From an optimization exercise on the open Yosys and OpenROAD flow, aimed at small area, a short achievable clock period and few clock cycles per item; shortcuts taken in it are not production practice. RTL that was checked went through simulation tests only; none was proved equivalent to the original. No activity file was given, so power comes from the tool's default toggle rates.

Design fc2_bias_adder, start of the top module:
module fc2_bias_adder
#(
    parameter int N_LANE  = fc2_bias_adder_pkg::FC2_N_LANE,
    parameter int N_BATCH = fc2_bias_adder_pkg::FC2_N_BATCH,
    parameter int W_BIAS  = fc2_bias_adder_pkg::FC2_W_BIAS,
    parameter int W_ACC   = fc2_bias_adder_pkg::FC2_W_ACC,
    parameter int W_OUT   = fc2_bias_adder_pkg::FC2_W_OUT,
    parameter int W_ADDR  = fc2_bias_adder_pkg::FC2_W_ADDR
) (
    input  logic                      clk,
    input  logic                      rstn,
    input  logic                      flush,
    output logic [W_ADDR-1:0]         rom_aa,
    output logic                      rom_cena,
    input  logic [N_LANE*W_BIAS-1:0]  rom_qa,
    input  logic                      acc_valid,
    output logic                      acc_ready,
    input  logic [N_LANE*W_ACC-1:0]   acc_data,
    output logic                      out_valid,
    input  logic                      out_ready,
    output logic [N_LANE*W_OUT-1:0]   out_data,
    output logic                      out_last
);
Size: roughly 6300 cells after synthesis, roughly 1600 I/O pins, ~53000 um2 of cells after synthesis.
Settings: LEC_CHECK=0, CAP_MARGIN=20, CORE_AREA=5 5 555 555, DIE_AREA=0 0 560 560, SETUP_SLACK_MARGIN=1.6, SLEW_MARGIN=20, SYNTH_HIERARCHICAL=1, SYNTH_MINIMUM_KEEP_SIZE=0; clock period 5.0 ns.
standard.sh (not shown) runs the stock make flow with config.mk's settings and CLKGATE_MAP_FILE= SYNTH_SCRIPT=/design/flow/synth_recipe.tcl, a recipe that flattens the netlist after the stock synthesis.
==> flow/flow/run.sh <==
#!/bin/bash
# Own layout flow: the standard ORFS flow, with two settings changed:
#  - the port buffers that global placement inserts on every input and output are buf_1
#    cells instead of the default delay-buffer cells;
#  - the adder-cell mapping step of synthesis is skipped (ADDER_MAP_FILE empty), so the adders
#    are mapped by ABC as plain gates. Registers and their names are those of the standard synthesis.
# Each tool's full output goes to the ORFS logs under orfs/logs; make's own output goes to
# flow_make.log in the folder this runs in.
set -euo pipefail
bash standard.sh "BUFFER_PORTS_ARGS=-buffer_cell sky130_fd_sc_hd__buf_1" "ADDER_MAP_FILE=" finish > flow_make.log 2>&1
Change:
--- a/flow/config.mk
+++ b/flow/config.mk
@@ -11 +11 @@
-export SETUP_SLACK_MARGIN = 1.6
+export SETUP_SLACK_MARGIN = 2.2
- fmax grows by 23%
- total power went down by 0.33%
- clock skew is lower by 0.020 ns
- design area goes up by 2.2%
- via count barely changes
- utilization climbs by 0.49 points
- die area is unchanged
- count of clock-buffer cells in the layout goes up by 3
- wire length grows by 1.4%
- cell count climbs by 0.33%
- global-route usage is higher by 0.16 points
Function was not checked in any run of this note: the RTL went through the layout flow alone.

========
The RTL this note starts from:
==> flow/design.v <==
package fc2_bias_adder_pkg;
    localparam int FC2_N_LANE  = 16;
    localparam int FC2_N_BATCH = 2;
    localparam int FC2_W_BIAS  = 34;
    localparam int FC2_W_ACC   = 34;
    localparam int FC2_W_OUT   = 32;
    localparam int FC2_W_ADDR  = 1;
    typedef logic [1:0] state_t;
    localparam state_t S_FETCH = 2'd0;
    localparam state_t S_LATCH = 2'd1;
    localparam state_t S_WAIT  = 2'd2;
    localparam state_t S_OUT   = 2'd3;
endpackage
module fc2_bias_sat_add
#(
    parameter int W_A = fc2_bias_adder_pkg::FC2_W_ACC,
    parameter int W_B = fc2_bias_adder_pkg::FC2_W_BIAS,
    parameter int W_O = fc2_bias_adder_pkg::FC2_W_OUT
) (
    input  logic [W_A-1:0] acc,
    input  logic [W_B-1:0] bias,
    output logic [W_O-1:0] sum_sat
);
    localparam int W_S = ((W_A > W_B) ? W_A : W_B) + 1;
    localparam int W_L = W_O - 1;            
    localparam int W_H = W_S - 1 - W_L;      
    function automatic integer n_levels;
        input integer n;
        integer i;
        begin
            n_levels = 0;
            for (i = 0; i < 31; i = i + 1) if ((1 << i) < n) n_levels = i + 1;
        end
    endfunction
    localparam int N_LV = n_levels(W_L);
    function automatic integer pfx_pol;
        input integer i;
        input integer k;
        integer n, l;
        begin
            n = 1;
            for (l = 0; l < k; l = l + 1) n = n + ((i >> l) & 1);
            pfx_pol = n & 1;
        end
    endfunction
    logic [W_S-2:0] a, b;
    assign a = (W_S-1)'($signed(acc));
    assign b = (W_S-1)'($signed(bias));
    logic [W_L-1:0] p0;
    assign p0 = a[W_L-1:0] ^ b[W_L-1:0];
    logic [W_L-1:0] gl [0:N_LV];
    logic [W_L-1:0] tl [0:N_LV];
    assign gl[0] = ~(a[W_L-1:0] & b[W_L-1:0]);
    assign tl[0] = ~(a[W_L-1:0] | b[W_L-1:0]);
    for (genvar k = 0; k < N_LV; k++) begin : g_lv
        for (genvar i = 0; i < W_L; i++) begin : g_bit
            if (((i >> k) & 1) == 1) begin : g_op
                localparam int J = ((i >> k) << k) - 1;
                localparam int NT = (i < (2 << k)) ? 0 : 1;
                fc2_pfx_op #(
                    .HP (pfx_pol(i, k)),
                    .LP (pfx_pol(J, k)),
                    .NT (NT)
                ) u_op (
                    .g_hi (gl[k][i]),
                    .t_hi (tl[k][i]),
                    .g_lo (gl[k][J]),
                    .t_lo (tl[k][J]),
                    .g    (gl[k+1][i]),
                    .t    (tl[k+1][i])
                );
            end else begin : g_pass
                assign gl[k+1][i] = gl[k][i];
                assign tl[k+1][i] = tl[k][i];
            end
        end
    end
    function automatic logic [W_L-1:0] cpol_mask;
        input integer unused;
        integer i;
        begin
            cpol_mask = '0;
            for (i = 1; i < W_L; i = i + 1) cpol_mask[i] = pfx_pol(i - 1, N_LV);
        end
    endfunction
    localparam logic [W_L-1:0] CPOL = cpol_mask(0);
    logic [W_L:0] c;
    assign c[0] = 1'b0;
    for (genvar i = 0; i < W_L - 1; i++) begin : g_carry
        assign c[i+1] = gl[N_LV][i];
    end
    assign c[W_L] = pfx_pol(W_L - 1, N_LV) ? ~gl[N_LV][W_L-1] : gl[N_LV][W_L-1];
    logic sign0, sign1, ovf0, ovf1;
    fc2_bias_hi #(
        .W_H (W_H)
    ) u_hi (
        .a_hi  (a[W_S-2:W_L]),
        .b_hi  (b[W_S-2:W_L]),
        .sign0 (sign0),
        .sign1 (sign1),
        .ovf0  (ovf0),
        .ovf1  (ovf1)
    );
    fc2_bias_clamp #(
        .W_L  (W_L),
        .CPOL (CPOL)
    ) u_clamp (
        .p       (p0),
        .c       (c[W_L-1:0]),
        .c_hi    (c[W_L]),
        .sign0   (sign0),
        .sign1   (sign1),
        .ovf0    (ovf0),
        .ovf1    (ovf1),
        .sum_sat (sum_sat)
    );
endmodule
module fc2_pfx_op
#(
    parameter int HP = 0,
    parameter int LP = 0,
    parameter int NT = 1
) (
    input  logic g_hi,
    input  logic t_hi,
    input  logic g_lo,
    input  logic t_lo,
    output logic g,
    output logic t
);
    logic gh, th, glo, tlo, gt, tt;
    assign gh  = HP ? ~g_hi : g_hi;
    assign th  = HP ? ~t_hi : t_hi;
    assign glo = LP ? ~g_lo : g_lo;
    assign tlo = LP ? ~t_lo : t_lo;
    assign gt  = gh | (th & glo);
    assign tt  = th & tlo;
    assign g   = HP ? gt : ~gt;
    assign t   = (NT == 0) ? 1'b0 : (HP ? tt : ~tt);
endmodule
module fc2_bias_hi
#(
    parameter int W_H = 3
) (
    input  logic [W_H-1:0] a_hi,
    input  logic [W_H-1:0] b_hi,
    output logic           sign0,
    output logic           sign1,
    output logic           ovf0,
    output logic           ovf1
);
    logic signed [W_H:0] h0, h1;
    assign h0 = (W_H+1)'($signed(a_hi)) + (W_H+1)'($signed(b_hi));
    assign h1 = h0 + 1'b1;
    assign ovf0  = !((&h0) || !(|h0));
    assign ovf1  = !((&h1) || !(|h1));
    assign sign0 = h0[W_H];
    assign sign1 = h1[W_H];
endmodule
module fc2_bias_clamp
#(
    parameter int W_L = 31,
    parameter logic [W_L-1:0] CPOL = '0
) (
    input  logic [W_L-1:0] p,
    input  logic [W_L-1:0] c,
    input  logic           c_hi,
    input  logic           sign0,
    input  logic           sign1,
    input  logic           ovf0,
    input  logic           ovf1,
    output logic [W_L:0]   sum_sat
);
    logic sign, ovf;
    assign sign = c_hi ? sign1 : sign0;
    assign ovf  = c_hi ? ovf1 : ovf0;
    assign sum_sat = {sign, ovf ? {W_L{~sign}} : (p ^ c ^ CPOL)};
endmodule
module fc2_bias_adder
#(
    parameter int N_LANE  = fc2_bias_adder_pkg::FC2_N_LANE,
    parameter int N_BATCH = fc2_bias_adder_pkg::FC2_N_BATCH,
    parameter int W_BIAS  = fc2_bias_adder_pkg::FC2_W_BIAS,
    parameter int W_ACC   = fc2_bias_adder_pkg::FC2_W_ACC,
    parameter int W_OUT   = fc2_bias_adder_pkg::FC2_W_OUT,
    parameter int W_ADDR  = fc2_bias_adder_pkg::FC2_W_ADDR
) (
    input  logic                      clk,
    input  logic                      rstn,
    input  logic                      flush,
    output logic [W_ADDR-1:0]         rom_aa,
    output logic                      rom_cena,
    input  logic [N_LANE*W_BIAS-1:0]  rom_qa,
    input  logic                      acc_valid,
    output logic                      acc_ready,
    input  logic [N_LANE*W_ACC-1:0]   acc_data,
    output logic                      out_valid,
    input  logic                      out_ready,
    output logic [N_LANE*W_OUT-1:0]   out_data,
    output logic                      out_last
);
    logic [W_ADDR-1:0]  batch_cnt;   
    logic               rom_ok;      
    logic               ok_idle;     
    logic [W_ADDR-1:0]  rom_aa_q;
    logic [W_ADDR-1:0]  cnt_nxt, inc_nxt, aa_nxt;
    logic               ov_nxt, ok_nxt;
    logic               is_last;
    logic               load;        
    logic               acc_hs;
    logic [N_LANE*W_OUT-1:0] sat_sum;
    assign is_last   = (batch_cnt == W_ADDR'(N_BATCH - 1));
    assign load      = !out_valid || out_ready;
    assign acc_ready = ok_idle || (rom_ok && out_ready);
    assign acc_hs    = acc_valid && acc_ready && !flush;
    assign rom_aa   = rom_aa_q;
    assign rom_cena = 1'b0;
    always_comb begin
        if (flush)       cnt_nxt = '0;
        else if (acc_hs) cnt_nxt = is_last ? '0 : batch_cnt + 1'b1;
        else             cnt_nxt = batch_cnt;
        if (flush)          ov_nxt = 1'b0;
        else if (acc_hs)    ov_nxt = 1'b1;
        else if (out_ready) ov_nxt = 1'b0;
        else                ov_nxt = out_valid;
        inc_nxt = (cnt_nxt == W_ADDR'(N_BATCH - 1)) ? '0 : cnt_nxt + 1'b1;
        ok_nxt  = (rom_aa_q == cnt_nxt);
        aa_nxt  = ok_nxt ? inc_nxt : cnt_nxt;
    end
    for (genvar i = 0; i < N_LANE; i++) begin : g_lane
        fc2_bias_sat_add #(
            .W_A (W_ACC),
            .W_B (W_BIAS),
            .W_O (W_OUT)
        ) u_sat_add (
            .acc     (acc_data[(N_LANE-1-i)*W_ACC +: W_ACC]),
            .bias    (rom_qa[(N_LANE-1-i)*W_BIAS +: W_BIAS]),
            .sum_sat (sat_sum[(N_LANE-1-i)*W_OUT +: W_OUT])
        );
    end
    always_ff @(posedge clk or negedge rstn) begin
        if (!rstn) begin
            batch_cnt <= '0;
            rom_ok    <= 1'b0;
            ok_idle   <= 1'b0;
            rom_aa_q  <= '0;
            out_valid <= 1'b0;
        end else begin
            batch_cnt <= cnt_nxt;
            rom_ok    <= ok_nxt;
            ok_idle   <= ok_nxt && !ov_nxt;
            rom_aa_q  <= aa_nxt;
            out_valid <= ov_nxt;
        end
    end
    always_ff @(posedge clk) begin
        if (load) begin
            out_data <= sat_sum;
            out_last <= is_last;
        end
    end
endmodule
==> flow/config.mk <==
export PLATFORM = sky130hd
export DESIGN_NAME = fc2_bias_adder
export DESIGN_NICKNAME = fc2_bias_adder
export VERILOG_FILES = /design/flow/design.v
export SDC_FILE = /design/flow/constraint.sdc
export NUM_CORES = 4
export LEC_CHECK = 0
export CAP_MARGIN = 20
export CORE_AREA = 5 5 555 555
export DIE_AREA = 0 0 560 560
export PLACE_DENSITY = 0.35
export SETUP_SLACK_MARGIN = 2.5
export SLEW_MARGIN = 20
export SYNTH_HIERARCHICAL = 1
export SYNTH_MINIMUM_KEEP_SIZE = 0
==> flow/constraint.sdc <==
create_clock -name core_clock -period 5.0 [get_ports {clk}]
set_input_delay 1.0000 -clock core_clock [delete_from_list [all_inputs] [get_ports {clk}]]
set_output_delay 1.0000 -clock core_clock [all_outputs]
set_load 0.01 [all_outputs]
==> flow/flow/run.sh <==
#!/bin/bash
# Own layout flow: the standard ORFS flow, with these settings changed:
#  - the port buffers that global placement inserts on every input and output are buf_2
#    cells instead of the default delay-buffer cells;
#  - ABC sizes its gates for a 1 fF load, leaving upsizing to the timing repair;
#  - the adder-cell mapping step of synthesis is skipped (ADDER_MAP_FILE empty), so the adders
#    are mapped by ABC as plain gates. Registers and their names are those of the standard synthesis.
# Each tool's full output goes to the ORFS logs under orfs/logs; make's own output goes to
# flow_make.log in the folder this runs in.
set -euo pipefail
bash standard.sh "BUFFER_PORTS_ARGS=-buffer_cell sky130_fd_sc_hd__buf_2" "ADDER_MAP_FILE=" "ABC_LOAD_IN_FF=1" finish > flow_make.log 2>&1
The starting point produced a clean layout.
Testbench counts at the start, summed over its fixed seeds: cycles 9,616, items 9,600.
==> next run, changes <==
--- a/flow/flow/run.sh
+++ b/flow/flow/run.sh
@@ -3 +3 @@
-#  - the port buffers that global placement inserts on every input and output are buf_2
+#  - the port buffers that global placement inserts on every input and output are buf_1
@@ -11 +11 @@
-bash standard.sh "BUFFER_PORTS_ARGS=-buffer_cell sky130_fd_sc_hd__buf_2" "ADDER_MAP_FILE=" "ABC_LOAD_IN_FF=1" finish > flow_make.log 2>&1
+bash standard.sh "BUFFER_PORTS_ARGS=-buffer_cell sky130_fd_sc_hd__buf_1" "ADDER_MAP_FILE=" "ABC_LOAD_IN_FF=1" finish > flow_make.log 2>&1
Settings changed: PLACE_DENSITY 0.35 to default, SETUP_SLACK_MARGIN 2.5 to 2.6.
=>
- utilization climbs by 0.39 points
- setup slack is better by 91 ps
- worst hold slack gets worse by 360 ps
- count of clock-buffer cells in the layout grows by 1
- total power fell by 1.9%
- first-iteration DRC count is higher by 43%
==> next run, changes <==
Settings changed: SETUP_SLACK_MARGIN 2.6 to 2.3.
The changed run completed without violations.
Via count fell by 3.9%.
First-iteration DRC count decreases by about 7%.
Total power went down by 6.1%.
==> next run, changes <==
--- a/flow/flow/run.sh
+++ b/flow/flow/run.sh
@@ -3 +3 @@
-#  - the port buffers that global placement inserts on every input and output are buf_1
+#  - the port buffers that global placement inserts on every input and output are buf_2
@@ -11 +11 @@
-bash standard.sh "BUFFER_PORTS_ARGS=-buffer_cell sky130_fd_sc_hd__buf_1" "ADDER_MAP_FILE=" "ABC_LOAD_IN_FF=1" finish > flow_make.log 2>&1
+bash standard.sh "BUFFER_PORTS_ARGS=-buffer_cell sky130_fd_sc_hd__buf_2" "ADDER_MAP_FILE=" "ABC_LOAD_IN_FF=1" finish > flow_make.log 2>&1
Settings changed: SETUP_SLACK_MARGIN 2.3 to 2.5.
=> The changed run finished with timing, DRC and antenna clean; final area rose by 6.2%; first-iteration DRC count is higher by 10%; synthesized area does not change; sequential share of layout area decreases by 1.5 points; via count is higher by 2.5%; fmax is higher by 8.1%; sequential cell count does not change; setup slack gets better by 210 ps; critical path depth is unchanged.

========
Setup of exp/garnet:
Another version of the RTL of fc2_bias_adder (not shown whole).
Size in the first run: roughly 5600 cells after synthesis, ~520 flip-flops, ~52000 um^2 of cells after synthesis.
==> flow/config.mk <==
export PLATFORM = sky130hd
export DESIGN_NAME = fc2_bias_adder
export DESIGN_NICKNAME = fc2_bias_adder
export VERILOG_FILES = /design/flow/design.v
export SDC_FILE = /design/flow/constraint.sdc
export NUM_CORES = 4
export LEC_CHECK = 0
export CAP_MARGIN = 20
export CORE_AREA = 5 5 415 415
export DIE_AREA = 0 0 420 420
export SETUP_SLACK_MARGIN = 2.3
export SLEW_MARGIN = 20
==> flow/constraint.sdc <==
create_clock -name core_clock -period 5.0 [get_ports {clk}]
set_input_delay 1.0000 -clock core_clock [delete_from_list [all_inputs] [get_ports {clk}]]
set_output_delay 1.0000 -clock core_clock [all_outputs]
set_load 0.01 [all_outputs]
run.sh (not shown) runs the stock make flow with config.mk's settings and CLKGATE_MAP_FILE= SYNTH_SCRIPT=/design/flow/synth_recipe.tcl, a recipe that flattens the netlist after the stock synthesis.
Stock flow here: none of the scripts above is used.
In the summary table, exp/garnet is marked failed, with error PPL-0024 raised in I/O pin placement.
Edits applied to the flow inputs when going from exp/garnet to exp/violet:
==> flow/flow/run.sh (new file) <==
#!/bin/bash
# Own layout flow: the standard ORFS flow, with two settings changed:
#  - the port buffers that global placement inserts on every input and output are buf_1
#    cells instead of the default delay-buffer cells;
#  - the adder-cell mapping step of synthesis is skipped (ADDER_MAP_FILE empty), so the adders
#    are mapped by ABC as plain gates. Registers and their names are those of the standard synthesis.
# Each tool's full output goes to the ORFS logs under orfs/logs; make's own output goes to
# flow_make.log in the folder this runs in.
set -euo pipefail
bash standard.sh "BUFFER_PORTS_ARGS=-buffer_cell sky130_fd_sc_hd__buf_1" "ADDER_MAP_FILE=" finish > flow_make.log 2>&1
==> flow/standard.sh (new file) <==
#!/bin/bash
# synth_recipe.tcl (not shown) runs the flow's synth.tcl, then flattens the netlist and writes it again
# the make line also repeats each setting of config.mk as NAME=value (left out here)
make -C /OpenROAD-flow-scripts/flow DESIGN_CONFIG=/design/flow/config.mk WORK_HOME=/design/flow/orfs CLKGATE_MAP_FILE= SYNTH_SCRIPT=/design/flow/synth_recipe.tcl "${@:-finish}"
removed: flow/run.sh
--- outcome ---
FAIL exp/garnet @ I/O pin placement: tool exited with error
exp/violet never completed; the flow aborted with a tool error in I/O pin placement.
Instance count of the mapped netlist (exp/violet / exp/garnet): 0.80
Min combined area of all synthesized cells across exp/violet and exp/garnet: exp/violet
Diff exp/violet..exp/garnet | height of the chip | negligible
Number of nets in the synthesized netlist (exp/violet over exp/garnet): decrease, 2217
As of exp/violet, mean instance size in the synthesized netlist had risen by a few percent compared to exp/garnet.
When the final numbers for exp/violet and exp/garnet were put side by side, the synthesized-area fraction occupied by adder cells turned out to be greater in exp/garnet.
Looking at count of cell types in the netlist across exp/violet and exp/garnet, the one that comes out higher is exp/violet.
No functional check of the RTL was part of any run of this note.

port drivers added, routing unchanged:
How much do the figures lean on ideal ports? The routed layouts below were timed once more, with nothing changed but the port constraints. Step 1: set_driving_cell puts a clkbuf_16 on clk and a buf_2 on each other input, an assumption about the parent block. Step 2 adds t to the input delays and takes it off the output delays; t is the mean of the earliest and latest rising clock arrival at the registers after step 1. Input paths then give back, and output paths get back, about the clock's delay inside the block. Three values: no drivers, after step 1, after step 2; two values: the first two.
run	shift t [ns]	slack for setup (ns)	latest minus earliest clock arrival (ns)	slew at the worst register clock pin (ns)
the first run of note 1	0.807	1.542 / 1.533 / 0.726	0.082 / 0.082	0.07 / 0.07
the second run of note 1	0.820	2.188 / 2.096 / 1.276	0.046 / 0.046	0.07 / 0.07
the first run of note 2	0.855	2.329 / 2.246 / 1.513	0.063 / 0.063	0.06 / 0.06
the second run of note 2	0.823	2.420 / 2.292 / 1.469	0.044 / 0.044	0.07 / 0.07
the third run of note 2	0.823	2.236 / 2.195 / 1.373	0.045 / 0.045	0.07 / 0.07
the fourth run of note 2	0.850	2.442 / 2.329 / 1.479	0.060 / 0.060	0.07 / 0.07
After both steps every run listed still meets setup and hold. For the fourth run of note 2, which loses most, drivers alone change the setup slack by -0.113 ns; drivers and shift together by -0.963 ns.
